What follows belongs to an exercise in optimizing a design on an open flow for small area; a production flow would make more cautious choices.
Function was checked by simulation only, so behaviour that the tests miss may differ from the original.
Power figures rest on the tool's default switching activity, not on a simulated workload.

**flow/design.v**
```verilog
module regfile_scoreboard #(
   parameter bit BYPASS_EN  = 1'b1,
   parameter bit RESET_ZERO = 1'b1
) (
   input  logic        clk_i,
   input  logic        rst_ni,
   input  logic [4:0]  rf_waddr_WB_i,
   input  logic [31:0] rf_wdata_WB_i,
   input  logic        rf_we_WB_i,
   input  logic [4:0]  rf_raddr_a_i,
   input  logic [4:0]  rf_raddr_b_i,
   input  logic        rf_re_a_i,
   input  logic        rf_re_b_i,
   output logic [31:0] rf_rdata_a_o,
   output logic [31:0] rf_rdata_b_o,
   input  logic        ld_issue_i,
   input  logic [4:0]  ld_rd_i,
   output logic        stall_o,
   output logic [31:0] busy_o
);
   logic [31:0] regs [1:31];
   logic [31:1] valid_q;
   logic [31:1] busy_q;
   logic [31:1] wsel;
   logic [31:1] lsel;
   logic [31:1] wsel_n;
   logic [31:1] asel;
   logic [31:1] bsel;
   logic        hit_a;
   logic        hit_b;
   logic [31:0] rdata_a;
   logic [31:0] rdata_b;
   always_comb begin
      for (int i = 1; i < 32; i++) begin
         wsel[i] = rf_we_WB_i && (rf_waddr_WB_i == 5'(i));
         wsel_n[i] = !rf_we_WB_i || (rf_waddr_WB_i != 5'(i));
         lsel[i] = ld_issue_i && (ld_rd_i == 5'(i));
         asel[i] = (rf_raddr_a_i == 5'(i));
         bsel[i] = (rf_raddr_b_i == 5'(i));
      end
   end
   assign hit_a = BYPASS_EN && rf_we_WB_i && (rf_waddr_WB_i == rf_raddr_a_i) && (rf_raddr_a_i != 5'd0);
   assign hit_b = BYPASS_EN && rf_we_WB_i && (rf_waddr_WB_i == rf_raddr_b_i) && (rf_raddr_b_i != 5'd0);
   for (genvar i = 1; i < 32; i++) begin : g_reg
      logic [31:0] regs_d;
      rf_sb_wr_sel u_wr (.q_i(regs[i]), .d_i(rf_wdata_WB_i), .en_i(wsel[i]), .en_ni(wsel_n[i]), .y_o(regs_d));
      always_ff @(posedge clk_i) begin
         regs[i] <= regs_d;
      end
   end
   always_ff @(posedge clk_i or negedge rst_ni) begin
      if (!rst_ni) begin
         valid_q <= RESET_ZERO ? '0 : '1;
      end else begin
         valid_q <= valid_q | wsel;
      end
   end
   logic [31:0] asel_f;
   logic [31:0] bsel_f;
   assign asel_f = {asel & valid_q & ~wsel, hit_a};
   assign bsel_f = {bsel & valid_q & ~wsel, hit_b};
   for (genvar k = 0; k < 32; k++) begin : g_rd
      logic [31:0] col;
      assign col[0] = rf_wdata_WB_i[k];
      for (genvar i = 1; i < 32; i++) begin : g_col
         assign col[i] = regs[i][k];
      end
      rf_sb_rd_bit u_a (.d_i(col), .s_i(asel_f), .y_o(rdata_a[k]));
      rf_sb_rd_bit u_b (.d_i(col), .s_i(bsel_f), .y_o(rdata_b[k]));
   end
   assign rf_rdata_a_o = rdata_a;
   assign rf_rdata_b_o = rdata_b;
   always_ff @(posedge clk_i or negedge rst_ni) begin
      if (!rst_ni) begin
         busy_q <= '0;
      end else begin
         busy_q <= (busy_q & ~wsel) | lsel;
      end
   end
   assign busy_o  = {busy_q, 1'b0};
   assign stall_o = (rf_re_a_i && |(asel & busy_q & ~wsel)) ||
                    (rf_re_b_i && |(bsel & busy_q & ~wsel));
endmodule
module rf_sb_rd_bit (
   input  logic [31:0] d_i,
   input  logic [31:0] s_i,
   output logic        y_o
);
   logic [10:0] t_n;
   for (genvar j = 0; j < 10; j++) begin : g_grp
      rf_sb_aoi222 u_g (.d_i(d_i[3*j +: 3]), .s_i(s_i[3*j +: 3]), .y_no(t_n[j]));
   end
   rf_sb_aoi22 u_g10 (.d_i(d_i[31:30]), .s_i(s_i[31:30]), .y_no(t_n[10]));
   assign y_o = ~&t_n;
endmodule
module rf_sb_aoi222 (
   input  logic [2:0] d_i,
   input  logic [2:0] s_i,
   output logic       y_no
);
   assign y_no = ~|(d_i & s_i);
endmodule
module rf_sb_aoi22 (
   input  logic [1:0] d_i,
   input  logic [1:0] s_i,
   output logic       y_no
);
   assign y_no = ~|(d_i & s_i);
endmodule
module rf_sb_wr_sel (
   input  logic [31:0] q_i,
   input  logic [31:0] d_i,
   input  logic        en_i,
   input  logic        en_ni,
   output logic [31:0] y_o
);
   for (genvar k = 0; k < 32; k++) begin : g_bit
      rf_sb_ao22 u_b (.a_i(q_i[k]), .an_i(en_ni), .b_i(d_i[k]), .bn_i(en_i), .y_o(y_o[k]));
   end
endmodule
module rf_sb_ao22 (
   input  logic a_i,
   input  logic an_i,
   input  logic b_i,
   input  logic bn_i,
   output logic y_o
);
   assign y_o = (a_i & an_i) | (b_i & bn_i);
endmodule
```
**flow/flow/run.sh**
```bash
#!/bin/bash
cp standard.sh standard_sh.txt
export BUFFER_PORTS_ARGS="-buffer_cell sky130_fd_sc_hd__buf_1"
export CTS_ARGS="-sink_clustering_enable -repair_clock_nets -dont_use_dummy_load -buf_list {sky130_fd_sc_hd__clkbuf_4 sky130_fd_sc_hd__clkbuf_8} -sink_clustering_size 12 -sink_clustering_max_diameter 50"
export FASTROUTE_TCL="$PWD/flow/fastroute.tcl"
bash standard.sh > standard.log 2>&1
```
**flow/flow/fastroute.tcl**
```tcl
# Global routing layers as the platform sets them, but with less of met1 and
# met2 offered to the global router: most of met1 is taken by the cells' own
# shapes and pin access, so signal wiring is pushed up to met3 and met4.
set_global_routing_layer_adjustment met1 0.6
set_global_routing_layer_adjustment met2 0.35
set_global_routing_layer_adjustment met3-$::env(MAX_ROUTING_LAYER) 0.2

set_routing_layers -clock $::env(MIN_CLK_ROUTING_LAYER)-$::env(MAX_ROUTING_LAYER)
set_routing_layers -signal $::env(MIN_ROUTING_LAYER)-$::env(MAX_ROUTING_LAYER)
```
**flow/standard.sh**
```bash
#!/bin/bash
# synth_recipe.tcl (not shown) runs the flow's synth.tcl, then flattens the netlist and writes it again
# the make line also repeats each setting of config.mk as NAME=value (left out here)
make -C /OpenROAD-flow-scripts/flow DESIGN_CONFIG=/design/flow/config.mk WORK_HOME=/design/flow/orfs CLKGATE_MAP_FILE= SYNTH_SCRIPT=/design/flow/synth_recipe.tcl "${@:-finish}"
```
**flow/config.mk**
```make
export PLATFORM = sky130hd
export DESIGN_NAME = regfile_scoreboard
export DESIGN_NICKNAME = regfile_scoreboard
export VERILOG_FILES = /design/flow/design.v
export SDC_FILE = /design/flow/constraint.sdc
export NUM_CORES = 4
export LEC_CHECK = 0
export CAP_MARGIN = 20
export CELL_PAD_IN_SITES_DETAIL_PLACEMENT = 1
export CELL_PAD_IN_SITES_GLOBAL_PLACEMENT = 2
export CORE_MARGIN = 2
export CORE_UTILIZATION = 45
export CTS_BUF_LIST = sky130_fd_sc_hd__clkbuf_4 sky130_fd_sc_hd__clkbuf_8
export PLACE_DENSITY = 0.55
export SLEW_MARGIN = 20
export SYNTH_HIERARCHICAL = 1
```
**flow/constraint.sdc**
```tcl
create_clock -name core_clock -period 6.5 [get_ports {clk_i}]
set_input_delay 1.3000 -clock core_clock [delete_from_list [all_inputs] [get_ports {clk_i}]]
set_output_delay 1.3000 -clock core_clock [all_outputs]
set_load 0.01 [all_outputs]
```
==> flow_metrics.tcl, run 1 <==
set metrics [dict create \
    status "timing/DRC/antenna clean" \
    rr_worst_depth 2 \
    num_vias 42700 \
    rows 110 \
    synth_seq_cells 1054 \
    fp.dieW_um 306 \
    die-area_um2 93900 \
    drv_cap 0 \
    syn_avg_cell_area_um2 12.0 \
    dp_hpwl_mm 135 \
    final_max_slew_viol_count 0 \
    clock-sinks 1054 \
    path_class "input pin to output pin" \
    placedCellCount 4967 \
    cts_root_buf "clkbuf_8" \
    drc 0 \
    post_cts_buffers 0 \
    drtIter0Drc 4751 \
    utilization_pct 52.4 \
    p_leak_nw 17.7 \
    arrival_ps 5030 \
    min_delay_path_depth 1 \
    synth.cell_area_um2 41200 \
    yosysUniqueCellTypes 55 \
    synth_nets 3503 \
    worst_pin_slew_ps 1080 \
    fin_nets 3982 \
    core_area_um2 90300 \
    port_buffers 153 \
    synthMuxAreaShare_pct 0.0729 \
    post_cts_resized 0 \
    drive_gt1_share_pct 15.0 \
    synth-adder-area-share_pct 0 \
    end_kind "output pin" \
    ios 155 \
    grt_first_pass_wirelength_mm 324 \
    clk_pin_slew_ps 40 \
    viasPerCell 8.34 \
    synth_compound_area_share_pct 40.2 \
    synth_top_family_by_area "compound AO/OA/AOI/OAI gates" \
    reg2reg_from "busy_q[31]" \
    finalSetupViolations 0 \
    cts_tree "done" \
    worstHoldPathType "flip-flop to flip-flop" \
    synth_edf_count 0 \
    area_growth_pct 15.0 \
    synth-async-reset-ratio_pct 5.88 \
    ys_warn_count 9 \
    fillCellCount 9449 \
    die_h_um 306 \
    hold_viol 0 \
    synth-xor-area-share_pct 0.170 \
    cts_buffers 130 \
    yosys.area_share.simple_pct 6.92 \
    startpoint_type "input pin" \
    hold_buffers 0 \
    crit_start "rf_we_WB_i" \
    first_pass_iters 12 \
    antenna_found_initial 27 \
    track_usage_pct 61.8 \
    post-route-min-period_ps 6330 \
    critPathMaxFanout 32 \
    cts_max_level 4 \
    start_util_pct 45.6 \
    critPathRequiredTime_ps 5200 \
    ant_nets 0 \
    yosysSeqAreaShare_pct 52.0 \
    gp_congestion 1.01 \
    insertion_delay_ps 820 \
    rsz0062_at_grt "no" \
    grt_pass1_vias 49200 \
    synth-main-ff-cell "dfxtp_1" \
    grt_max_degree 63 \
    max_freq_mhz 158 \
    drt-total-wl_mm 224 \
    slew_headroom_pct 28.1 \
    powerDensity_nw_per_um2 327 \
    post-route-period-util_pct 97.4 \
    fin_cells 5114 \
    hp-start "valid_q[1]" \
    peakVddDrop_mv 0.201 \
    syn_inst 3445 \
    wire_per_inst_um 43.8 \
    fin_skew_ps 0 \
    cts_buffer_depth 3 \
    gr-total-overflow 0 \
]
## cell type report
cell class              count  area (um2)  share of cell area (%)
diodes                     16        40.0                  0.0846
clock buffers             130        1790                    3.78
inverters                  35         131                   0.278
multi-input cells        2327       20100                    42.6
flip-flops and latches   1054       21400                    45.2
well taps                1176        1470                    3.11
repair buffers            376        2350                    4.96
## Yosys stat by module, one instance, submodules excluded, excerpt
module / cells / times used
rf_sb_aoi222: 1 / 640
rf_sb_rd_bit: 4 / 64
rf_sb_ao22: 1 / 992
rf_sb_aoi22: 1 / 64
regfile_scoreboard: 1493 / 1
## synth_stat cells (all sizes together), types with 4 or more instances
cell / n / area (um2)
a21oi: 4 / 20.0
a222oi: 640 / 6410
a22o: 992 / 8690
a22oi: 65 / 808
buf: 11 / 67.6
clkbuf: 18 / 67.6
dfrtp: 62 / 1550
dfxtp: 992 / 19900
inv: 35 / 131
nand2: 49 / 184
nand2b: 13 / 81.3
nand3: 69 / 345
nand3b: 6 / 45.0
nand4: 134 / 838
nand4b: 6 / 58.8
nor2: 43 / 161
nor3: 77 / 385
o21ai: 67 / 347
o22ai: 16 / 100
or2: 34 / 213
or3: 66 / 413
xor2: 6 / 52.6
## worst max-delay path, cell delays in order
cell       delay, ps
buf_1            370
nand4bb_1        450
buf_4            320
nor2_4           110
inv_1             50
nand2_1          110
nor3_2            50
buf_4            350
a222oi_1         390
nand4_1          630
or3_1            680
buf_1            180
## through the flow
| stage | setup TNS (ps) | setup slack [ps] | power, mW | hold WS [ps] | cell area (um2) |
|---|---|---|---|---|---|
| floorplan | -690 | -10.8 | 10.2 | 435 | 41200 |
| global placement | 0 | 502 | 11.1 | 448 | 45400 |
| detailed placement | 0 | 461 | 11.4 | 456 | 45500 |
| CTS | 0 | 452 | 15.4 | 468 | 47300 |
| global route | 0 | 22.6 | 16.1 | 493 | 47300 |
| finish | 0 | 168 | 15.5 | 467 | 47300 |
## path summary, 6_finish.rpt
kind,slack [ps],end
max,170,rf_rdata_b_o[5]
min,470,valid_q[1]
max reg2reg,5450,busy_q[31]
min reg2reg,470,valid_q[1]
max in group asynchronous,5210,valid_q[3]
min in group asynchronous,680,busy_q[16]
## layer usage
metal | wire length (um) | up-vias | global-route usage, %
met1 | 66600 | 20300 | 75.1
met3 | 45200 | 1380 | 52.1
li1 | - | 16700 | -
met2 | 88200 | 4195 | 76.1
met5 | 1230 | - | 10.8
met4 | 23000 | 52 | 48.4
## cells in the final DEF, fill, tap and decap left out, types with 4 or more instances in the layout
master | netlist | routed
nor3_4 | 0 | 19
nor3_1 | 77 | 15
or2_2 | 33 | 33
nand3_1 | 69 | 69
o21ai_1 | 4 | 4
a21oi_1 | 4 | 4
nand4_1 | 134 | 134
buf_4 | 1 | 219
or3_1 | 66 | 65
nand4b_1 | 5 | 5
nand3b_1 | 6 | 6
inv_1 | 34 | 34
nand2_1 | 49 | 47
clkbuf_2 | 0 | 31
o22ai_1 | 16 | 16
clkbuf_8 | 0 | 130
nor2_4 | 0 | 28
dfxtp_1 | 992 | 992
a22oi_2 | 64 | 64
diode_2 | 0 | 16
nor2_1 | 43 | 15
dfrtp_1 | 62 | 62
a222oi_1 | 640 | 640
a22o_1 | 992 | 992
xor2_1 | 6 | 6
nand2b_1 | 13 | 13
nor3_2 | 0 | 43
buf_1 | 2 | 120
buf_12 | 0 | 4
o21ai_0 | 60 | 60
## where the power goes
part           total (mW)  switching, mW  leakage, nW  internal, mW
Combinational        2.49           1.24         7.77          1.25
Clock                4.11           2.33        0.935          1.77
Sequential           8.87           1.10         8.99          7.77
Total                15.5           4.67         17.7          10.8
## registers in the layout (all words and copies together) (netlist names)
register / flops
regs: 992
busy_q: 31
valid_q: 31
## kinds of logic (layout without fill, tap and decap cells)
logic type | count (synthesis) | in the layout
AOI/OAI and AO/OA | 1803 | 1803
xor gates and xnor gates | 8 | 8
buffers and inverters | 64 | 541
DFF | 1054 | 1054
muxes | 3 | 3
other | 1 | 17
and+or+nand+nor | 512 | 512
==> inputs of run 2 (changes only) <==
==> flow/flow/run.sh (replaced) <==
#!/bin/bash
cp standard.sh standard_sh.txt
export BUFFER_PORTS_ARGS="-buffer_cell sky130_fd_sc_hd__buf_1"
export CTS_ARGS="-sink_clustering_enable -repair_clock_nets -dont_use_dummy_load -buf_list {sky130_fd_sc_hd__clkbuf_4 sky130_fd_sc_hd__clkbuf_8} -sink_clustering_size 14 -sink_clustering_max_diameter 60"
export FASTROUTE_TCL="$PWD/flow/fastroute.tcl"
bash standard.sh > standard.log 2>&1
==> flow_metrics.tcl, run 2 <==
set metrics [dict create \
    p_leak_nw 17.5 \
    cts_tree "done" \
    max_freq_mhz 156 \
    synth_top_area_share_pct 48.2 \
    rows 110 \
    syn_inst 3445 \
    drtIter0Drc 4524 \
    arrival_ps 5100 \
    port_buffers 153 \
    antenna_found_initial 27 \
    yosysTopAreaCell "dfxtp_1" \
    final_max_slew_viol_count 0 \
    powerDensity_nw_per_um2 318 \
    cts_max_level 3 \
    synth-async-reset-ratio_pct 5.88 \
    finalSetupViolations 0 \
    clk_pin_slew_ps 40 \
    post-route-min-period_ps 6400 \
    drv_cap 0 \
    worstHoldPathType "flip-flop to flip-flop" \
    syn_avg_cell_area_um2 12.0 \
    gr-total-overflow 0 \
    drc 0 \
    insertion_delay_ps 750 \
    grt_pass1_vias 48800 \
    path_class "input pin to output pin" \
    timing.hold.ws_ps 471 \
    wire_per_inst_um 44.0 \
    cts_root_buf "clkbuf_8" \
    ys_warn_count 9 \
    post_cts_buffers 0 \
    top_register "regs" \
    core_area_um2 90300 \
    synth-main-ff-cell "dfxtp_1" \
    area_growth_pct 14.0 \
    grt_first_pass_wirelength_mm 321 \
    place_area_um2 45500 \
    yosysUniqueCellTypes 55 \
    first_pass_iters 11 \
    critPathMaxFanout 32 \
    die_h_um 306 \
    synth_edf_count 0 \
    viasPerCell 8.35 \
    gp_congestion 1.01 \
    num_vias 42500 \
    top_regs "regs x992, busy_q x31, valid_q x31" \
    synth_area_leaders "dfxtp_1 (48%), a22o_1 (21%), a222oi_1 (16%), dfrtp_1 (3.8%), nand4_1 (2.0%)" \
    fin_skew_ps 0 \
    worst_pin_slew_ps 1160 \
    ios 155 \
    hold_viol 0 \
    synth_nets 3503 \
    die-area_um2 93900 \
    place_ws_ps 461 \
    largest_reg_flops 992 \
    status "timing/DRC/antenna clean" \
    rsz0062_at_grt "no" \
    track_usage_pct 61.3 \
    start_util_pct 45.6 \
    post-route-period-util_pct 98.4 \
    dp_hpwl_mm 135 \
    startpoint_type "input pin" \
    final_cell_mix "a22o_1 (992), dfxtp_1 (992), a222oi_1 (640), buf_4 (219), nand4_1 (134)" \
    fin_area_um2 46900 \
    grt_max_degree 63 \
    fillCellCount 9459 \
    cts_buffers 99 \
    power_mw 14.9 \
    clock-sinks 1054 \
    critPathRequiredTime_ps 5200 \
    worst_slack_ps 102 \
    yosysSeqAreaShare_pct 52.0 \
    drt-total-wl_mm 224 \
    synth_seq_cells 1054 \
    fin_nets 3951 \
    end_kind "output pin" \
    synth.cell_area_um2 41200 \
    peakVddDrop_mv 0.187 \
    synthTopCellsByCount "a22o_1 (992), dfxtp_1 (992), a222oi_1 (640), nand4_1 (134), nor3_1 (77)" \
    cts_buffer_depth 3 \
    slew_headroom_pct 22.4 \
    drive_gt1_share_pct 14.4 \
    fp.dieW_um 306 \
    ant_nets 0 \
]
[run 2: logic make-up after synthesis]
kind of cell	synth area share [%]
and+or+nand+nor	6.92
buffers and inverters	0.647
DFF	52.0
muxes	0.0729
AOI/OAI and AO/OA	40.2
xor gates and xnor gates	0.170
other	0.00911
[run 2: worst paths after layout]
check                                      start          endpoint  slack [ps]  depth (start not counted)
worst max-delay path            rf_waddr_WB_i[0]  rf_rdata_a_o[22]         100                         12
worst min-delay path                  valid_q[4]        valid_q[4]         470                          1
worst max register to register        busy_q[31]        busy_q[31]        5460                          2
worst min register to register        valid_q[4]        valid_q[4]         470                          1
max in group asynchronous                 rst_ni        busy_q[14]        5120                          2
min in group asynchronous                 rst_ni        busy_q[18]         710                          2
[run 2: report_power, final]
| group | switching, mW | total (mW) | internal (mW) |
|---|---|---|---|
| clock network | 2.24 | 3.59 | 1.35 |
| registers | 1.10 | 8.86 | 7.76 |
| logic | 1.24 | 2.49 | 1.25 |
[run 2: metal layers]
metal / track usage (%) / vias up / share of wire (%)
li1: - / 16600 / -
met1: 75.2 / 20300 / 30
met2: 75.4 / 4171 / 39
met3: 50.1 / 1338 / 20
met4: 49.0 / 53 / 11
met5: 14.4 / - / 0.58
[run 2: worst max-delay path: stages]
cell	delay (ps)
buf_1	330
nand2b_1	340
buf_4	260
nor2_4	80
inv_1	60
nand2_1	160
nor3_4	60
buf_4	330
a222oi_1	430
nand4_1	830
or3_4	710
buf_1	160
[run 2: repair_timing]
action                                  4_1_cts  5_1_grt
endpoints found under the setup margin        0        2
resized for setup                             0        5
hold buffers                                  0        0
[run 2: area by class of cell]
cell class,count,area [um2],area share [%]
well taps,1176,1470,3.14
inverters,35,131,0.280
clock buffers,99,1360,2.90
flip-flops and latches,1054,21400,45.6
repair buffers,376,2360,5.04
diodes,18,45.0,0.0960
multi-input cells,2327,20100,42.9
[run 2: stage by stage]
| stage | instances | TNS [ps] | utilization, % |
|---|---|---|---|
| final | 5085 | 0 | 52.0 |
| after CTS | 5066 | 0 | 51.9 |
| after global routing | 5075 | 0 | 52.0 |
| after detailed placement | 4967 | 0 | 50.4 |
| after global placement | 4967 | 0 | 50.3 |
| after floorplan | 3445 | -690 | - |
[run 2: per-module statistics from Yosys (local to each module, per instance), a selection]
module              area (um2)  cells  flops+latches
regfile_scoreboard       23800   1493           1054
rf_sb_ao22                8.76      1              0
rf_sb_aoi22               12.5      1              0
rf_sb_aoi222              10.0      1              0
rf_sb_rd_bit              23.8      4              0
==> inputs of run 3 (changes only) <==
==> flow/flow/run.sh (replaced) <==
#!/bin/bash
cp standard.sh standard_sh.txt
export BUFFER_PORTS_ARGS="-buffer_cell sky130_fd_sc_hd__buf_1"
export CTS_ARGS="-sink_clustering_enable -repair_clock_nets -dont_use_dummy_load -buf_list {sky130_fd_sc_hd__clkbuf_4 sky130_fd_sc_hd__clkbuf_8} -sink_clustering_size 16 -sink_clustering_max_diameter 64"
export FASTROUTE_TCL="$PWD/flow/fastroute.tcl"
bash standard.sh > standard.log 2>&1
--- a/flow/config.mk
+++ b/flow/config.mk
@@ -9,8 +9,8 @@
 export CELL_PAD_IN_SITES_DETAIL_PLACEMENT = 1
 export CELL_PAD_IN_SITES_GLOBAL_PLACEMENT = 2
 export CORE_MARGIN = 2
-export CORE_UTILIZATION = 45
+export CORE_UTILIZATION = 50
 export CTS_BUF_LIST = sky130_fd_sc_hd__clkbuf_4 sky130_fd_sc_hd__clkbuf_8
-export PLACE_DENSITY = 0.55
+export PLACE_DENSITY = 0.6
 export SLEW_MARGIN = 20
 export SYNTH_HIERARCHICAL = 1
==> flow_metrics.tcl, run 3 <==
set metrics [dict create \
    cts_root_buf "clkbuf_8" \
    final_max_slew_viol_count 0 \
    status "timing/DRC/antenna clean" \
    fin_cells 4959 \
    drc 0 \
    peakVddDrop_mv 0.219 \
    clock-sinks 1054 \
    ys_warn_count 9 \
    arrival_ps 5020 \
    yosysSeqAreaShare_pct 52.0 \
    post_cts_resized 0 \
    top_register "regs" \
    grt_first_pass_wirelength_mm 325 \
    viasPerCell 8.67 \
    critPathMaxFanout 32 \
    gp_congestion 1.02 \
    startpoint_type "input pin" \
    grt_pass1_vias 49700 \
    critPathTopFamily "simple AND/OR/NAND/NOR gates" \
    worst-path-buf-inv 5 \
    antenna_found_initial 39 \
    place_area_um2 45300 \
    synthTopCellsByCount "a22o_1 (992), dfxtp_1 (992), a222oi_1 (640), nand4_1 (134), nor3_1 (77)" \
    powerDensity_nw_per_um2 315 \
    track_usage_pct 68.5 \
    critPathRequiredTime_ps 5200 \
    hold_buffers 0 \
    rows 105 \
    syn_inst 3445 \
    post-route-period-util_pct 97.2 \
    power_mw 14.7 \
    gr-total-overflow 0 \
    dp_hpwl_mm 134 \
    path_class "input pin to output pin" \
    placedCellCount 4842 \
    fin_area_um2 46600 \
    die_h_um 291 \
    core_area_um2 81800 \
    ant_nets 0 \
    fp.dieW_um 291 \
    grt_max_degree 63 \
    fin_nets 3915 \
    cp_slowest_cell "a222oi_1" \
    cts_buffer_depth 3 \
    yosysTopAreaCell "dfxtp_1" \
    p_leak_nw 17.3 \
    end_kind "output pin" \
    num_vias 43000 \
    synth_edf_count 0 \
    wire_per_inst_um 45.3 \
    fin_skew_ps 0 \
    drtIter0Drc 4567 \
    synth_top_area_share_pct 48.2 \
    worstHoldPathType "flip-flop to flip-flop" \
    start_util_pct 50.3 \
    port_buffers 153 \
    synth_nets 3503 \
    finalSetupViolations 0 \
    area_growth_pct 13.2 \
    worst_pin_slew_ps 1290 \
    insertion_delay_ps 720 \
    ios 155 \
    cts_buffers 82 \
    synth-async-reset-ratio_pct 5.88 \
    synth-main-ff-cell "dfxtp_1" \
    clk_pin_slew_ps 60 \
    max_freq_mhz 158 \
    cts_max_level 3 \
    post-route-min-period_ps 6320 \
    yosysUniqueCellTypes 55 \
    slew_headroom_pct 13.6 \
    post_cts_buffers 0 \
    die-area_um2 84700 \
    rsz0062_at_grt "no" \
    synth_seq_cells 1054 \
    hold_viol 0 \
    drv_cap 0 \
    crit_chain "buf_1 > nand4b_1 > buf_4 > nor2_4 > inv_1 > nand2_1 > nor3_2 > buf_4 > a222oi_1 > nand4_1 > or3_1 > buf_1" \
    timing.hold.ws_ps 473 \
    first_pass_iters 12 \
    cpPeakStageDelay_ps 790 \
    drive_gt1_share_pct 13.4 \
    final_cell_mix "a22o_1 (992), dfxtp_1 (992), a222oi_1 (640), buf_4 (187), nand4_1 (134)" \
    cts_tree "done" \
    largest_reg_flops 992 \
    drt-total-wl_mm 225 \
    fillCellCount 8452 \
    syn_avg_cell_area_um2 12.0 \
    synth_area_leaders "dfxtp_1 (48%), a22o_1 (21%), a222oi_1 (16%), dfrtp_1 (3.8%), nand4_1 (2.0%)" \
    synth.cell_area_um2 41200 \
    top_regs "regs x992, busy_q x31, valid_q x31" \
]
[run 3: cell counts after synthesis]
No cell type changed its count.
[run 3: cells by family after synthesis]
logic type             after synthesis  synth area share (%)
XOR/XNOR                             8                 0.170
AO/OA/AOI/OAI                     1803                  40.2
buffers and inverters               64                 0.647
multiplexers                         3                0.0729
AND/OR/NAND/NOR                    512                  6.92
other                                1               0.00911
flip-flops                        1054                  52.0
[run 3: cell type report]
cell class	count	area [um2]	area share, %
timing repair buffer	357	2350	5.05
inverter	35	131	0.282
multi-input combinational	2327	20200	43.2
tap	1070	1340	2.87
antenna	34	85.1	0.183
clock buffer	82	1130	2.42
sequential	1054	21400	45.9
[run 3: routing by layer]
metal  global-route usage (%)  share of wire, %  vias up  wire length, um
met5                     24.0              0.88        -             1980
met4                     57.1                11       73            24400
met3                     61.0                21     1578            46800
met2                     80.7                39     4406            86900
met1                     79.0                29    20400            64500
li1                         -                 -    16600                -
[run 3: metrics by stage]
| stage | util, % | setup WS, ps | setup TNS (ps) |
|---|---|---|---|
| floorplan | - | -10.8 | -690 |
| global placement | 55.4 | 291 | 0 |
| detailed placement | 55.4 | 256 | 0 |
| CTS | 56.8 | 259 | 0 |
| global route | 56.9 | 76.5 | 0 |
| finish | 56.9 | 184 | 0 |
[run 3: power breakdown]
group          total [mW]  leakage, nW  switching (mW)  internal [mW]
Sequential           8.87         8.99            1.11           7.76
Combinational        2.49         7.71            1.25           1.25
Clock                3.31        0.590            2.18           1.13
Total                14.7         17.3            4.53           10.1
[run 3: worst paths after layout]
path                       slack (ps)             start          endpoint  cells after the start
max                               180  rf_waddr_WB_i[1]  rf_rdata_b_o[27]                     12
min                               470        valid_q[2]        valid_q[2]                      1
max reg2reg                      5380        busy_q[28]        busy_q[28]                      2
min reg2reg                       470        valid_q[2]        valid_q[2]                      1
max in group asynchronous        5110            rst_ni       valid_q[20]                      2
min in group asynchronous         780            rst_ni       valid_q[12]                      2
[run 3: Yosys stat by module (local to each module, per instance), a selection]
module,cell area [um2],flip-flops and latches
rf_sb_aoi222,10.0,0
rf_sb_ao22,8.76,0
rf_sb_aoi22,12.5,0
rf_sb_rd_bit,23.8,0
regfile_scoreboard,23800,1054
==> inputs of run 4 (changes only) <==
--- a/flow/config.mk
+++ b/flow/config.mk
@@ -5,12 +5,12 @@
 export SDC_FILE = /design/flow/constraint.sdc
 export NUM_CORES = 4
 export LEC_CHECK = 0
-export CAP_MARGIN = 20
+export CAP_MARGIN = 10
 export CELL_PAD_IN_SITES_DETAIL_PLACEMENT = 1
 export CELL_PAD_IN_SITES_GLOBAL_PLACEMENT = 2
 export CORE_MARGIN = 2
 export CORE_UTILIZATION = 50
 export CTS_BUF_LIST = sky130_fd_sc_hd__clkbuf_4 sky130_fd_sc_hd__clkbuf_8
 export PLACE_DENSITY = 0.6
-export SLEW_MARGIN = 20
+export SLEW_MARGIN = 10
 export SYNTH_HIERARCHICAL = 1
==> flow_metrics.tcl, run 4 <==
set metrics [dict create \
    status "timing/DRC/antenna clean" \
    num_vias 43000 \
    ios 155 \
    synth-async-reset-ratio_pct 5.88 \
    top_register "regs" \
    syn_avg_cell_area_um2 12.0 \
    gr-total-overflow 0 \
    track_usage_pct 68.4 \
    multi_input_area_um2 20100 \
    start_util_pct 50.3 \
    synthTopCellsByCount "a22o_1 (992), dfxtp_1 (992), a222oi_1 (640), nand4_1 (134), nor3_1 (77)" \
    synth-adder-area-share_pct 0 \
    synth_top_family_by_area "compound AO/OA/AOI/OAI gates" \
    place_area_um2 45300 \
    die_h_um 291 \
    finalSetupViolations 0 \
    die-area_um2 84700 \
    synth_seq_cells 1054 \
    syn_inst 3445 \
    fin_skew_ps 0 \
    p_leak_nw 17.3 \
    end_kind "output pin" \
    synth-main-ff-cell "dfxtp_1" \
    ys_warn_count 9 \
    max_freq_mhz 156 \
    rsz0062_at_grt "no" \
    post_cts_buffers 0 \
    core_area_um2 81800 \
    timing.hold.ws_ps 474 \
    final_cell_mix "a22o_1 (992), dfxtp_1 (992), a222oi_1 (640), buf_4 (191), nand4_1 (134)" \
    yosysSeqAreaShare_pct 52.0 \
    worstHoldPathType "flip-flop to flip-flop" \
    drt-total-wl_mm 225 \
    largest_reg_flops 992 \
    clk_pin_slew_ps 60 \
    rows 105 \
    fillCellCount 8457 \
    placedCellCount 4845 \
    hold_viol 0 \
    arrival_ps 5110 \
    synth-xor-area-share_pct 0.170 \
    worst_pin_slew_ps 1360 \
    synth_compound_area_share_pct 40.2 \
    viasPerCell 8.67 \
    reg2reg_from "busy_q[28]" \
    cts_tree "done" \
    insertion_delay_ps 730 \
    power_mw 14.7 \
    grt_pass1_vias 49700 \
    drive_gt1_share_pct 13.4 \
    fp.dieW_um 291 \
    cts_root_buf "clkbuf_8" \
    clock-sinks 1054 \
    gp_congestion 1.02 \
    port_buffers 153 \
    fin_area_um2 46600 \
    post-route-period-util_pct 98.6 \
    drc 0 \
    yosysUniqueCellTypes 55 \
    cts_max_level 3 \
    drv_cap 0 \
    first_pass_iters 15 \
    yosys.area_share.simple_pct 6.92 \
    synth_area_leaders "dfxtp_1 (48%), a22o_1 (21%), a222oi_1 (16%), dfrtp_1 (3.8%), nand4_1 (2.0%)" \
    synth_top_area_share_pct 48.2 \
    post-route-min-period_ps 6410 \
    critPathMaxFanout 32 \
    wire_per_inst_um 45.3 \
    area_growth_pct 13.1 \
    peakVddDrop_mv 0.209 \
    dp_hpwl_mm 134 \
    slew_headroom_pct 8.85 \
    powerDensity_nw_per_um2 315 \
    cts_buffer_depth 3 \
    drtIter0Drc 4584 \
    synth_edf_count 0 \
    path_class "input pin to output pin" \
    fin_cells 4960 \
    startpoint_type "input pin" \
    utilization_pct 56.9 \
    hp-start "valid_q[2]" \
    antenna_found_initial 43 \
    yosysTopAreaCell "dfxtp_1" \
    top_regs "regs x992, busy_q x31, valid_q x31" \
    fin_nets 3919 \
    register_area_um2 21400 \
    synthMuxAreaShare_pct 0.0729 \
    cts_buffers 83 \
    synth_nets 3503 \
    grt_max_degree 63 \
    final_max_slew_viol_count 0 \
    ant_nets 0 \
    synth.cell_area_um2 41200 \
    critPathRequiredTime_ps 5200 \
    crit_start "rf_waddr_WB_i[1]" \
    grt_first_pass_wirelength_mm 325 \
]
==> run 4: cell counts after synthesis <==
Identical to the previous run, type by type.
==> run 4: cells by family after synthesis <==
group	after synthesis
and+or+nand+nor	512
xor gates and xnor gates	8
buffers and inverters	64
other	1
muxes	3
AOI/OAI and AO/OA	1803
DFF	1054
==> run 4: cell type report <==
class | instances | area share (%)
Antenna cell | 31 | 0.167
Clock buffer | 83 | 2.45
Inverter | 35 | 0.282
Multi-Input combinational cell | 2327 | 43.2
Sequential cell | 1054 | 46.0
Tap cell | 1070 | 2.87
Timing Repair Buffer | 360 | 5.08
==> run 4: worst max-delay path, cell delays in order <==
cell and delay (ps):
buf_1 400, nand4b_1 300, buf_4 270, nor2_4 130, inv_1 80, nand2_1 130
nor3_2 50, buf_4 320, a222oi_1 660, nand4_1 660, or3_1 620, buf_1 150
==> run 4: Yosys stat by module, one instance, submodules excluded, excerpt <==
| module | area [um2] | flops+latches | cells inside |
|---|---|---|---|
| rf_sb_ao22 | 8.76 | 0 | 1 |
| rf_sb_rd_bit | 23.8 | 0 | 4 |
| regfile_scoreboard | 23800 | 1054 | 1493 |
| rf_sb_aoi22 | 12.5 | 0 | 1 |
| rf_sb_aoi222 | 10.0 | 0 | 1 |
==> run 4: report_power, final <==
group	internal [mW]	switching [mW]	leakage [nW]	total (mW)
Combinational	1.25	1.24	7.69	2.49
Sequential	7.76	1.11	8.99	8.87
Clock	1.14	2.18	0.597	3.32
==> run 4: worst paths after layout <==
check                                   to  slack (ps)  depth (start not counted)
max reg2reg                     busy_q[28]        5380                          2
max                        rf_rdata_b_o[3]          90                         12
min in group asynchronous       busy_q[10]         750                          2
max in group asynchronous      valid_q[20]        5080                          2
min reg2reg                     valid_q[2]         470                          1
min                             valid_q[2]         470                          1
==> run 4: repair_timing <==
item                       4_1_cts  5_1_grt
setup endpoints to repair        0        2
resized for setup                0        1
hold buffers                     0        0
==> run 4: through the flow <==
stage	setup WS [ps]	setup TNS, ps
after global placement	291	0
after floorplan	-10.8	-690
after global routing	19.5	0
after detailed placement	278	0
after CTS	275	0
final	92.6	0
==> run 4: per-layer routing <==
| layer | part of all wire [%] | up-vias | track usage, % |
|---|---|---|---|
| met3 | 21 | 1577 | 60.7 |
| met4 | 11 | 93 | 56.0 |
| met5 | 1.1 | - | 23.1 |
| met2 | 38 | 4440 | 81.4 |
| li1 | - | 16600 | - |
| met1 | 29 | 20300 | 79.0 |
==> inputs of run 5 (changes only) <==
--- a/flow/config.mk
+++ b/flow/config.mk
@@ -9,8 +9,8 @@
 export CELL_PAD_IN_SITES_DETAIL_PLACEMENT = 1
 export CELL_PAD_IN_SITES_GLOBAL_PLACEMENT = 2
 export CORE_MARGIN = 2
-export CORE_UTILIZATION = 50
+export CORE_UTILIZATION = 55
 export CTS_BUF_LIST = sky130_fd_sc_hd__clkbuf_4 sky130_fd_sc_hd__clkbuf_8
-export PLACE_DENSITY = 0.6
+export PLACE_DENSITY = 0.65
 export SLEW_MARGIN = 10
 export SYNTH_HIERARCHICAL = 1
==> flow_metrics.tcl, run 5 <==
set metrics [dict create \
    synth_nets 3503 \
    timing.hold.ws_ps 481 \
    yosysTopAreaCell "dfxtp_1" \
    crit_top_cell "buf_1" \
    post_cts_resized 0 \
    clk_pin_slew_ps 80 \
    end_kind "output pin" \
    wire_per_inst_um 45.7 \
    synth.cell_area_um2 41200 \
    track_usage_pct 74.2 \
    synth-main-ff-cell "dfxtp_1" \
    start_util_pct 55.4 \
    core_area_um2 74300 \
    grt_max_degree 63 \
    tns_ps 0 \
    clock-sinks 1054 \
    drc 0 \
    finalSetupViolations 0 \
    ff2ff_setup_slack_ps 5420 \
    hold_viol 0 \
    r2r_end "busy_q[8]" \
    cts_tree "done" \
    post-route-period-util_pct 97.6 \
    cp.depth 8 \
    fin_cells 4858 \
    synth_area_leaders "dfxtp_1 (48%), a22o_1 (21%), a222oi_1 (16%), dfrtp_1 (3.8%), nand4_1 (2.0%)" \
    post-route-min-period_ps 6340 \
    hold_buffers 0 \
    critPathMaxFanout 14 \
    worst-path-buf-inv 3 \
    place_ws_ps 512 \
    cp-endpoint "rf_rdata_a_o[24]" \
    internal_power_mw 10.1 \
    placedCellCount 4748 \
    yosysUniqueCellTypes 55 \
    ios 155 \
    top_register "regs" \
    fin_area_um2 46200 \
    slew_headroom_pct 9.77 \
    startpoint_type "input pin" \
    utilization_pct 62.2 \
    area_growth_pct 12.3 \
    port_buffers 153 \
    drive_gt1_share_pct 13.3 \
    p_comb_share_pct 16.8 \
    critPathRequiredTime_ps 5200 \
    power_mw 14.6 \
    synthTopCellsByCount "a22o_1 (992), dfxtp_1 (992), a222oi_1 (640), nand4_1 (134), nor3_1 (77)" \
    rsz0062_at_grt "no" \
    cts_buffer_depth 3 \
    worst_slack_ps 155 \
    max_freq_mhz 158 \
    p_seq_share_pct 61.1 \
    die-area_um2 77100 \
    synth-async-reset-ratio_pct 5.88 \
    final_cell_mix "a22o_1 (992), dfxtp_1 (992), a222oi_1 (640), buf_4 (208), nand4_1 (134)" \
    top_regs "regs x992, busy_q x31, valid_q x31" \
    rows 100 \
    rr_worst_depth 2 \
    critPathTopFamily "simple AND/OR/NAND/NOR gates" \
    fin_nets 3917 \
    final_max_slew_viol_count 0 \
    grt_first_pass_wirelength_mm 324 \
    insertion_delay_ps 740 \
    worstHoldPathType "flip-flop to flip-flop" \
    reg2reg_from "busy_q[8]" \
    drt-total-wl_mm 222 \
    peakVddDrop_mv 0.230 \
    crit_start "rf_raddr_a_i[0]" \
    p_sw_mw 4.49 \
    arrival_ps 5040 \
    power_frac_clock_pct 22.1 \
    first_pass_iters 13 \
    cp_slowest_cell "nor3_4" \
    worst_pin_slew_ps 1350 \
    path_class "input pin to output pin" \
    cts_root_buf "clkbuf_8" \
    post_cts_buffers 0 \
    p_leak_nw 17.2 \
    synth_edf_count 0 \
    yosysSeqAreaShare_pct 52.0 \
    crit_chain "buf_1 > nand2_1 > nor3_4 > buf_4 > a222oi_1 > nand4_1 > or3_1 > buf_1" \
    drv_cap 0 \
    num_vias 44300 \
    ant_nets 0 \
    swShare_pct 30.8 \
    min_delay_path_depth 1 \
    dp_hpwl_mm 128 \
    cts_max_level 3 \
    fp.dieW_um 278 \
    powerDensity_nw_per_um2 315 \
    syn_inst 3445 \
    grt_pass1_vias 51200 \
    synth_seq_cells 1054 \
    fin_skew_ps 0 \
    cpPeakStageDelay_ps 1160 \
    drtIter0Drc 5457 \
    die_h_um 278 \
    fillCellCount 7667 \
    place_area_um2 45100 \
    gp_congestion 1.10 \
    viasPerCell 9.12 \
    synth_top_area_share_pct 48.2 \
    cts_buffers 78 \
    status "timing/DRC/antenna clean" \
    ys_warn_count 9 \
    largest_reg_flops 992 \
    gr-total-overflow 0 \
    syn_avg_cell_area_um2 12.0 \
    antenna_found_initial 33 \
]
[run 5: cell counts after synthesis]
No cell type changed its count.
[run 5: cell families after synthesis]
| family | Yosys count | synth area share [%] |
|---|---|---|
| compound gates | 1803 | 40.2 |
| other cells | 1 | 0.00911 |
| xor+xnor | 8 | 0.170 |
| mux | 3 | 0.0729 |
| simple gates | 512 | 6.92 |
| flops | 1054 | 52.0 |
| buf+inv | 64 | 0.647 |
[run 5: worst min path at each step]
stage                     slack, ps        start          end
after floorplan                 430  valid_q[16]  valid_q[16]
after global placement          450  valid_q[29]  valid_q[29]
after detailed placement        460  valid_q[19]  valid_q[19]
after CTS                       480   valid_q[4]   valid_q[4]
after global routing            490  valid_q[20]  valid_q[20]
final                           480   valid_q[4]   valid_q[4]
[run 5: cell type report]
class	instances	area [um2]	area share, %
Tap cell	969	1210	2.62
Multi-Input combinational cell	2327	20100	43.5
Antenna cell	32	80.1	0.173
Inverter	35	131	0.284
Clock buffer	78	1070	2.32
Timing Repair Buffer	363	2210	4.78
Sequential cell	1054	21400	46.3
[run 5: per-module statistics from Yosys (local to each module, per instance), a selection]
module	copies in the design	flip-flops and latches	cells	cell area (um2)
regfile_scoreboard	1	1054	1493	23800
rf_sb_ao22	992	0	1	8.76
rf_sb_aoi22	64	0	1	12.5
rf_sb_aoi222	640	0	1	10.0
rf_sb_rd_bit	64	0	4	23.8
[run 5: routing by layer]
layer / vias to the layer above / GRT usage (%) / share of wire (%)
met5: - / 36.2 / 1.0
met1: 20800 / 83.7 / 29
met3: 1891 / 68.7 / 22
met4: 96 / 60.2 / 11
li1: 16600 / - / -
met2: 4893 / 86.0 / 38
[run 5: power by group through the flow]
stage / Sequential, mW / Clock, mW / Combinational, mW
2_1_floorplan: 8.66 / 0 / 1.54
3_3_place_gp: 8.81 / 0 / 2.22
3_5_place_dp: 8.97 / 0 / 2.35
4_1_cts: 8.84 / 3.18 / 2.36
5_1_grt: 9.04 / 3.41 / 2.58
6_report: 8.90 / 3.22 / 2.45
[run 5: worst reg2reg max path: cells and delay by family (launching register included)]
kind | cells | cell delay, ps
AOI/OAI and AO/OA | 2 | 510
DFF | 1 | 420
==> inputs of run 6 (changes only) <==
--- a/flow/design.v
+++ b/flow/design.v
@@ -86,12 +86,15 @@
    input  logic [31:0] s_i,
    output logic        y_o
 );
-   logic [10:0] t_n;
+   logic [9:0] t_n;
+   logic [2:0] p;
    for (genvar j = 0; j < 10; j++) begin : g_grp
       rf_sb_aoi222 u_g (.d_i(d_i[3*j +: 3]), .s_i(s_i[3*j +: 3]), .y_no(t_n[j]));
    end
-   rf_sb_aoi22 u_g10 (.d_i(d_i[31:30]), .s_i(s_i[31:30]), .y_no(t_n[10]));
-   assign y_o = ~&t_n;
+   assign p[0] = ~&t_n[3:0];
+   assign p[1] = ~&t_n[6:4];
+   assign p[2] = ~&t_n[9:7];
+   rf_sb_ao221 u_tail (.d_i(d_i[31:30]), .s_i(s_i[31:30]), .c_i(|p), .y_o(y_o));
 endmodule
 module rf_sb_aoi222 (
    input  logic [2:0] d_i,
@@ -99,6 +102,14 @@
    output logic       y_no
 );
    assign y_no = ~|(d_i & s_i);
+endmodule
+module rf_sb_ao221 (
+   input  logic [1:0] d_i,
+   input  logic [1:0] s_i,
+   input  logic       c_i,
+   output logic       y_o
+);
+   assign y_o = |(d_i & s_i) | c_i;
 endmodule
 module rf_sb_aoi22 (
    input  logic [1:0] d_i,
==> flow/flow/run.sh (replaced) <==
#!/bin/bash
cp standard.sh standard_sh.txt
export BUFFER_PORTS_ARGS="-buffer_cell sky130_fd_sc_hd__buf_1"
export CTS_ARGS="-sink_clustering_enable -repair_clock_nets -dont_use_dummy_load -buf_list {sky130_fd_sc_hd__clkbuf_4 sky130_fd_sc_hd__clkbuf_8} -sink_clustering_size 14 -sink_clustering_max_diameter 60"
export FASTROUTE_TCL="$PWD/flow/fastroute.tcl"
bash standard.sh > standard.log 2>&1
--- a/flow/config.mk
+++ b/flow/config.mk
@@ -9,8 +9,9 @@
 export CELL_PAD_IN_SITES_DETAIL_PLACEMENT = 1
 export CELL_PAD_IN_SITES_GLOBAL_PLACEMENT = 2
 export CORE_MARGIN = 2
-export CORE_UTILIZATION = 55
+export CORE_UTILIZATION = 50
 export CTS_BUF_LIST = sky130_fd_sc_hd__clkbuf_4 sky130_fd_sc_hd__clkbuf_8
-export PLACE_DENSITY = 0.65
+export PLACE_DENSITY = 0.6
+export SETUP_SLACK_MARGIN = 0.1
 export SLEW_MARGIN = 10
 export SYNTH_HIERARCHICAL = 1
==> flow_metrics.tcl, run 6 <==
set metrics [dict create \
    gp_congestion 1.05 \
    status "timing/DRC/antenna clean" \
    slew_headroom_pct 11.4 \
    ant_nets 0 \
    p_leak_nw 17.8 \
    fillCellCount 8312 \
    synth-main-ff-cell "dfxtp_1" \
    start_util_pct 50.7 \
    arrival_ps 5120 \
    area_growth_pct 14.3 \
    viasPerCell 8.64 \
    synth_seq_cells 1054 \
    drc 0 \
    synth-async-reset-ratio_pct 5.88 \
    grt_first_pass_wirelength_mm 313 \
    ys_warn_count 9 \
    cts_max_level 3 \
    fin_nets 3954 \
    p_seq_share_pct 59.5 \
    antenna_found_initial 24 \
    clock-sinks 1054 \
    post-route-min-period_ps 6420 \
    critPathMaxFanout 11 \
    yosysTopAreaCell "dfxtp_1" \
    core_area_um2 80800 \
    power_frac_clock_pct 23.4 \
    drt-total-wl_mm 215 \
    clk_pin_slew_ps 80 \
    cts_buffers 94 \
    synth-xor-area-share_pct 0.171 \
    post-route-period-util_pct 98.7 \
    place_ws_ps 376 \
    fp.dieW_um 290 \
    powerDensity_nw_per_um2 318 \
    peakVddDrop_mv 0.190 \
    path_class "input pin to output pin" \
    yosysSeqAreaShare_pct 52.3 \
    worst_slack_ps 84.4 \
    synth_top_area_share_pct 48.5 \
    startpoint_type "input pin" \
    top_register "regs" \
    end_kind "output pin" \
    synth_compound_area_share_pct 40.0 \
    synth_nets 3503 \
    cts_tree "done" \
    dp_hpwl_mm 129 \
    synthTopCellsByCount "a22o_1 (992), dfxtp_1 (992), a222oi_1 (640), nand4_1 (134), nand2_1 (113)" \
    final_max_slew_viol_count 0 \
    port_buffers 153 \
    track_usage_pct 65.3 \
    hold_viol 0 \
    hold_buffers 0 \
    largest_reg_flops 992 \
    register_area_um2 21400 \
    power_mw 14.9 \
    final_cell_mix "a22o_1 (992), dfxtp_1 (992), a222oi_1 (640), buf_4 (211), nand4_1 (134)" \
    insertion_delay_ps 740 \
    drive_gt1_share_pct 12.7 \
    cts_buffer_depth 3 \
    finalSetupViolations 0 \
    syn_inst 3445 \
    cts_root_buf "clkbuf_8" \
    yosysUniqueCellTypes 55 \
    ios 155 \
    die_h_um 290 \
    rows 104 \
    fin_skew_ps 0 \
    synth_area_leaders "dfxtp_1 (49%), a22o_1 (21%), a222oi_1 (16%), dfrtp_1 (3.8%), nand4_1 (2.0%)" \
    critPathRequiredTime_ps 5200 \
    fin_cells 4966 \
    worst_pin_slew_ps 1320 \
    tns_ps 0 \
    worstHoldPathType "flip-flop to flip-flop" \
    rsz0062_at_grt "yes" \
    swShare_pct 30.5 \
    synth-adder-area-share_pct 0 \
    synth.cell_area_um2 40900 \
    synthMuxAreaShare_pct 0.0734 \
    gr-total-overflow 0 \
    syn_avg_cell_area_um2 11.9 \
    internal_power_mw 10.3 \
    drtIter0Drc 4722 \
    num_vias 42900 \
    grt_max_degree 63 \
    synth_edf_count 0 \
    p_sw_mw 4.54 \
    p_comb_share_pct 17.1 \
    top_regs "regs x992, busy_q x31, valid_q x31" \
    drv_cap 0 \
    yosys.area_share.simple_pct 6.76 \
    wire_per_inst_um 43.3 \
    first_pass_iters 12 \
    synth_top_family_by_area "compound AO/OA/AOI/OAI gates" \
    grt_pass1_vias 49800 \
    max_freq_mhz 156 \
    die-area_um2 84200 \
    placedCellCount 4855 \
    multi_input_area_um2 20000 \
]
run 6: per-stage QoR:
stage	utilization [%]	hold WS (ps)	cell area (um2)
after floorplan	-	435	41100
after global placement	56.1	450	45300
after detailed placement	56.1	455	45300
after CTS	57.7	474	46600
after global routing	57.9	486	46800
final	57.9	473	46800
run 6: path summary, 6_finish.rpt:
check                                 start               end  slack [ps]  cells past startpoint
max                        rf_waddr_WB_i[1]  rf_rdata_b_o[27]          80                     12
min                              valid_q[5]        valid_q[5]         470                      1
max reg2reg                      busy_q[28]        busy_q[28]        5380                      2
min reg2reg                      valid_q[5]        valid_q[5]         470                      1
max in group asynchronous            rst_ni       valid_q[21]        5090                      2
min in group asynchronous            rst_ni        busy_q[23]         770                      2
run 6: cell families (layout without fill, tap and decap cells):
logic type                Yosys count  count (layout)
and+or+nand+nor                   512             513
other                               1              13
DFF                              1054            1054
muxes                               3               3
buffers and inverters              64             512
xor gates and xnor gates            8               8
AOI/OAI and AO/OA                1803            1803
run 6: critical path: stages:
cell and delay (ps):
clkbuf_2 180, buf_4 200, or4b_4 610, nor2_4 130
inv_1 100, nand2_4 150, nor3_4 150, a222oi_1 810
nand4_1 560, or3_1 510, a221o_1 270, buf_1 130
run 6: per-layer routing:
metal	global-route usage (%)	up-vias	wire, um
met4	52.9	41	22300
li1	-	16600	-
met5	11.0	-	556
met3	56.6	1370	44400
met1	79.6	20400	64300
met2	78.1	4467	83400
run 6: layout make-up:
class                   instances  share of cell area, %
diodes                         12                 0.0642
inverters                      35                  0.281
flip-flops and latches       1054                   45.8
multi-input cells            2328                   42.8
clock buffers                  94                   2.77
well taps                    1060                   2.84
repair buffers                383                   5.44
run 6: timing repair:
action,in CTS,in global routing
buffers inserted,0,3
resized for setup,0,15
setup endpoints to repair,0,12
run 6: power groups by stage:
| stage | Clock [mW] | Combinational, mW | Sequential (mW) |
|---|---|---|---|
| final | 3.48 | 2.55 | 8.85 |
| after CTS | 3.48 | 2.46 | 8.80 |
| after floorplan | 0 | 1.60 | 8.63 |
| after detailed placement | 0 | 2.45 | 8.94 |
| after global placement | 0 | 2.33 | 8.79 |
| after global routing | 3.73 | 2.70 | 9.00 |
run 6: modules after synthesis (local to each module, per instance), a selection:
module              copies in the design  flip-flops and latches  cells
regfile_scoreboard                     1                    1054   1493
rf_sb_ao22                           992                       0      1
rf_sb_ao221                           64                       0      1
rf_sb_aoi222                         640                       0      1
rf_sb_rd_bit                          64                       0      4

==> port drivers added, routing unchanged <==
In the flow no input, the clock included, has a driving cell. The finished layouts below were timed again as built, in two steps. Step 1, drivers: a clkbuf_16 drives clk_i and a buf_2 each remaining input, both assumed. Step 2 also shifts input and output timing later by t, the mid clock arrival at the registers, as if the neighbouring blocks saw the same clock. a / b / c = no drivers / after step 1 / after step 2; a / b = the first two.
| run | shift t [ns] | setup WS [ns] | worst register clock-pin slew, ns | worst slew at a driven data input, ns |
|---|---|---|---|---|
| run 1 | 0.885 | 0.168 / 0.138 / 0.138 | 0.08 / 0.08 | 0.10 |
| run 2 | 0.837 | 0.102 / 0.075 / 0.075 | 0.10 / 0.10 | 0.10 |
| run 3 | 0.809 | 0.184 / 0.158 / 0.158 | 0.11 / 0.11 | 0.14 |
| run 4 | 0.797 | 0.093 / 0.069 / 0.069 | 0.11 / 0.11 | 0.18 |
| run 5 | 0.819 | 0.155 / 0.125 / 0.125 | 0.11 / 0.11 | 0.23 |
| run 6 | 0.798 | 0.084 / 0.058 / 0.058 | 0.10 / 0.10 | 0.09 |
After both steps every run listed still meets setup and hold.
